This is an optimization exercise on Yosys and OpenROAD, whose aim is small area, a short achievable clock period and few clock cycles per item, not a production implementation.
At most, simulation tests tie the RTL to the original design; equivalence was not proved.

==> run G <==
Design sparse_top, start of the top module:
module sparse_top #(
  parameter int LANES     = sparse_cfg_pkg::LANES_DEF,
  parameter int DATA_W    = sparse_cfg_pkg::DATA_W_DEF,
  parameter int ACC_W     = sparse_cfg_pkg::ACC_W_DEF,
  parameter int OUT_SHIFT = sparse_cfg_pkg::SHIFT_DEF
) (
  input  logic                    clk,
  input  logic                    rst_n,
  input  logic [LANES*DATA_W-1:0] weights_in,
  input  logic                    weights_valid,
  output logic                    weights_ready,
  input  logic [LANES*DATA_W-1:0] act_packed,
  input  logic [LANES-1:0]        act_mask,
  input  logic                    act_last,
  input  logic                    act_valid,
  output logic                    act_ready,
  output logic [LANES*DATA_W-1:0] out_packed,
  output logic [LANES-1:0]        out_mask,
  output logic                    out_valid,
  input  logic                    out_ready
);
make LEC_CHECK=0 CAP_MARGIN=20 CORE_MARGIN=2 CORE_UTILIZATION=40 SLEW_MARGIN=20 finish   # period 7.0 ns
run.sh (not shown) runs the stock make flow with config.mk's settings and CLKGATE_MAP_FILE= SYNTH_SCRIPT=/design/flow/synth_recipe.tcl, a recipe that flattens the netlist after the stock synthesis.
==> run D: changes against run G <==
SETUP_SLACK_MARGIN = 2.5   (was not set)
==> qor summary <==
| item | run G | run D |
|---|---|---|
| Status | timing/DRC/antenna clean | timing/DRC/antenna clean |
| Register-to-register setup slack | 0.95 ns | 1.84 ns |
| Critical path startpoint | controller.out_valid | controller.v0 |
| Avg WL per Cell | 17.6 microns | 20.7 microns |
| Clock buffers | 33 | 30 |
| Average vias per placed instance | 5.21 | 5.50 |
| Final core utilization | 46.7% | 51.5% |
| Largest stage delay, worst path | 0.54 ns | 0.58 ns |
| Final standard cell area without fillers | 21200 sq um | 23400 sq um |
| Cell depth of the worst setup path | 18 | 21 |
| Total track usage | 20.0% | 23.6% |
| Met2 Track Usage GR | 31.8% | 39.9% |
| Worst setup path end | mac.acc_q[3][22] | mac.acc_q[1][20] |
| # resized after CTS | 0 | 119 |
Function was not checked in any run of this note: the RTL went through the layout flow alone.

---

==> umber <==
Another version of the RTL of sparse_top (not shown whole).
==> module result_encoder, before the edit <==
module result_encoder #(
  parameter int LANES     = 4,
  parameter int DATA_W    = 8,
  parameter int ACC_W     = 24,
  parameter int OUT_SHIFT = 4
) (
  input  logic                    clk,
  input  logic [LANES*ACC_W-1:0]  acc_lanes,
  input  logic                    out_load,
  output logic [LANES*DATA_W-1:0] out_packed,
  output logic [LANES-1:0]        out_mask
);
  logic [LANES*DATA_W-1:0] packed_d;
  logic [LANES-1:0]        mask_d;
  function automatic int ones(input int m);
    ones = 0;
    for (int b = 0; b < LANES; b++) begin
      ones = ones + ((m >> b) & 1);
    end
  endfunction
  logic [DATA_W-1:0] q  [LANES];
  logic [LANES-1:0]  nz;
  always_comb begin
    for (int i = 0; i < LANES; i++) begin
      logic [ACC_W-1:0] a;
      logic             neg, ovf;
      a     = acc_lanes[i*ACC_W +: ACC_W];
      neg   = a[ACC_W-1];
      ovf   = |a[ACC_W-2:OUT_SHIFT+DATA_W];
      q[i]  = (a[OUT_SHIFT +: DATA_W] | {DATA_W{ovf}}) & {DATA_W{!neg}};
      nz[i] = !neg && (ovf || (|a[OUT_SHIFT +: DATA_W]));
    end
  end
  always_comb begin
    logic [LANES-1:0] sel [LANES];    
    for (int k = 0; k < LANES; k++) begin
      sel[k] = '0;
    end
    for (int j = 0; j < LANES; j++) begin
      for (int m = 0; m < (1 << j); m++) begin
        if ((nz & LANES'((1 << j) - 1)) == LANES'(m)) begin
          sel[ones(m)][j] = 1'b1;
        end
      end
    end
    for (int k = 0; k < LANES; k++) begin
      packed_d[k*DATA_W +: DATA_W] = '0;
      for (int j = k; j < LANES; j++) begin
        packed_d[k*DATA_W +: DATA_W] = packed_d[k*DATA_W +: DATA_W] | (q[j] & {DATA_W{sel[k][j]}});
      end
    end
    mask_d = nz;
  end
  always_ff @(posedge clk) begin
    if (out_load) begin
      out_packed <= packed_d;
      out_mask   <= mask_d;
    end
  end
endmodule
clock: 7.0 ns
lec_check: 0
abc_area: 1
cap_margin: 20
core_margin: 2
core_utilization: 55
cts_cluster_size: 20
setup_slack_margin: 4
slew_margin: 20
==> inputs of quartz, as changes to umber <==
--- a/flow/design.v
+++ b/flow/design.v
@@ -574,42 +574,26 @@
 );
+  localparam logic signed [ACC_W-1:0] Q_MAX = ACC_W'((1 << DATA_W) - 1);
   logic [LANES*DATA_W-1:0] packed_d;
   logic [LANES-1:0]        mask_d;
-  function automatic int ones(input int m);
-    ones = 0;
-    for (int b = 0; b < LANES; b++) begin
-      ones = ones + ((m >> b) & 1);
-    end
-  endfunction
-  logic [DATA_W-1:0] q  [LANES];
-  logic [LANES-1:0]  nz;
   always_comb begin
+    logic signed [ACC_W-1:0] shifted;
+    logic [DATA_W-1:0]       q;
+    int                      idx;
+    idx      = 0;
+    packed_d = '0;
     for (int i = 0; i < LANES; i++) begin
-      logic [ACC_W-1:0] a;
-      logic             neg, ovf;
-      a     = acc_lanes[i*ACC_W +: ACC_W];
-      neg   = a[ACC_W-1];
-      ovf   = |a[ACC_W-2:OUT_SHIFT+DATA_W];
-      q[i]  = (a[OUT_SHIFT +: DATA_W] | {DATA_W{ovf}}) & {DATA_W{!neg}};
-      nz[i] = !neg && (ovf || (|a[OUT_SHIFT +: DATA_W]));
-    end
-  end
-  always_comb begin
-    logic [LANES-1:0] sel [LANES];    
-    for (int k = 0; k < LANES; k++) begin
-      sel[k] = '0;
-    end
-    for (int j = 0; j < LANES; j++) begin
-      for (int m = 0; m < (1 << j); m++) begin
-        if ((nz & LANES'((1 << j) - 1)) == LANES'(m)) begin
-          sel[ones(m)][j] = 1'b1;
-        end
+      shifted = $signed(acc_lanes[i*ACC_W +: ACC_W]) >>> OUT_SHIFT;
+      if (shifted < 0) begin
+        q = '0;
+      end else if (shifted > Q_MAX) begin
+        q = '1;
+      end else begin
+        q = shifted[DATA_W-1:0];
       end
-    end
-    for (int k = 0; k < LANES; k++) begin
-      packed_d[k*DATA_W +: DATA_W] = '0;
-      for (int j = k; j < LANES; j++) begin
-        packed_d[k*DATA_W +: DATA_W] = packed_d[k*DATA_W +: DATA_W] | (q[j] & {DATA_W{sel[k][j]}});
+      mask_d[i] = |q;
+      if (|q) begin
+        packed_d[idx*DATA_W +: DATA_W] = q;
+        idx = idx + 1;
       end
     end
-    mask_d = nz;
   end
--- a/flow/config.mk
+++ b/flow/config.mk
@@ -7,7 +7,5 @@
 export LEC_CHECK = 0
-export ABC_AREA = 1
 export CAP_MARGIN = 20
 export CORE_MARGIN = 2
-export CORE_UTILIZATION = 55
-export CTS_CLUSTER_SIZE = 20
+export CORE_UTILIZATION = 40
 export SETUP_SLACK_MARGIN = 4
==> inputs of xenon, as changes to umber <==
--- a/flow/design.v
+++ b/flow/design.v
@@ -576,8 +576,2 @@
   logic [LANES-1:0]        mask_d;
-  function automatic int ones(input int m);
-    ones = 0;
-    for (int b = 0; b < LANES; b++) begin
-      ones = ones + ((m >> b) & 1);
-    end
-  endfunction
   logic [DATA_W-1:0] q  [LANES];
@@ -603,3 +597,3 @@
         if ((nz & LANES'((1 << j) - 1)) == LANES'(m)) begin
-          sel[ones(m)][j] = 1'b1;
+          sel[$countones(m)][j] = 1'b1;
         end
--- a/flow/config.mk
+++ b/flow/config.mk
@@ -7,8 +7,6 @@
 export LEC_CHECK = 0
-export ABC_AREA = 1
 export CAP_MARGIN = 20
 export CORE_MARGIN = 2
-export CORE_UTILIZATION = 55
-export CTS_CLUSTER_SIZE = 20
-export SETUP_SLACK_MARGIN = 4
+export CORE_UTILIZATION = 40
+export SETUP_SLACK_MARGIN = 3
 export SLEW_MARGIN = 20
==> comparison table <==
| metric | xenon | quartz | umber |
|---|---|---|---|
| Outcome | finished clean | finished clean | finished clean |
| Setup bufs post-CTS | 0 | 157 | 65 |
| Routed wire length on met2 | 24600 µm | 26600 µm | 30600 µm |
| Die X | 250 µm | 246 µm | 225 µm |
| Worst-Skew Late Latency | 560 ps | 550 ps | 560 ps |
| Net count after synthesis | 2699 | 2517 | 3930 |
| Half-perimeter wire length after detailed placement | 41200 µm | 37700 µm | 52000 µm |
| Proportion of final cell area spent on non-clock buffers | 0.0434 | 0.102 | 0.0643 |
| Final cell count without fillers | 3189 | 3203 | 4298 |
| Cell with the biggest individual delay on the critical path | dfrtp_4 | dfrtp_4 | edfxtp_1 |
| Multi-input combinational area share | 0.475 | 0.486 | 0.455 |
| Worst hold slack after final layout | 426 ps | 425 ps | 426 ps |
| Final period utilization | 0.551 | 0.515 | 0.448 |
| Most prevalent standard cell on the critical path | - | buf_12 | fa_1 |
| Fraction of post-synthesis cell area in the top cell type by area | 0.376 | 0.389 | 0.338 |
Testbench counts of umber, summed over its fixed seeds: cycles 11,168, groups 2,400.
Testbench counts of quartz, summed over its fixed seeds: cycles 11,168, groups 2,400.
Function not checked in xenon: the RTL went through the layout flow alone.

-- what the ideal ports hide --
Ports are ideal in the flow. The routed layouts listed here were re-timed in OpenROAD.
Step 1 (the two cells are an assumption about what drives the block):
set clk [get_ports {clk}]
set_driving_cell -lib_cell sky130_fd_sc_hd__clkbuf_16 $clk
set_driving_cell -lib_cell sky130_fd_sc_hd__buf_2 [delete_from_list [all_inputs] $clk]
Step 2 times the ports against the registers' clock, not the clock port: input delays grow and output delays shrink by t, the midpoint of the rising clock arrivals with the driver on.
a / b / c = ideal ports / drivers / drivers and shift; a / b = the first two.
run | t (ns) | setup slack, ns | slew at the worst register clock pin (ns)
run G | 0.599 | 0.953 / 0.953 / 0.953 | 0.06 / 0.06
run D | 0.605 | 1.842 / 1.842 / 1.842 | 0.07 / 0.07
umber | 0.616 | 3.862 / 3.862 / 3.679 | 0.07 / 0.07
quartz | 0.601 | 3.397 / 3.397 / 3.397 | 0.06 / 0.06
xenon | 0.611 | 3.143 / 3.143 / 2.581 | 0.06 / 0.06
After both steps every run listed still meets setup and hold. The setup slack of xenon, which loses most, moves by 0.000 ns with the drivers and by -0.562 ns with both steps.
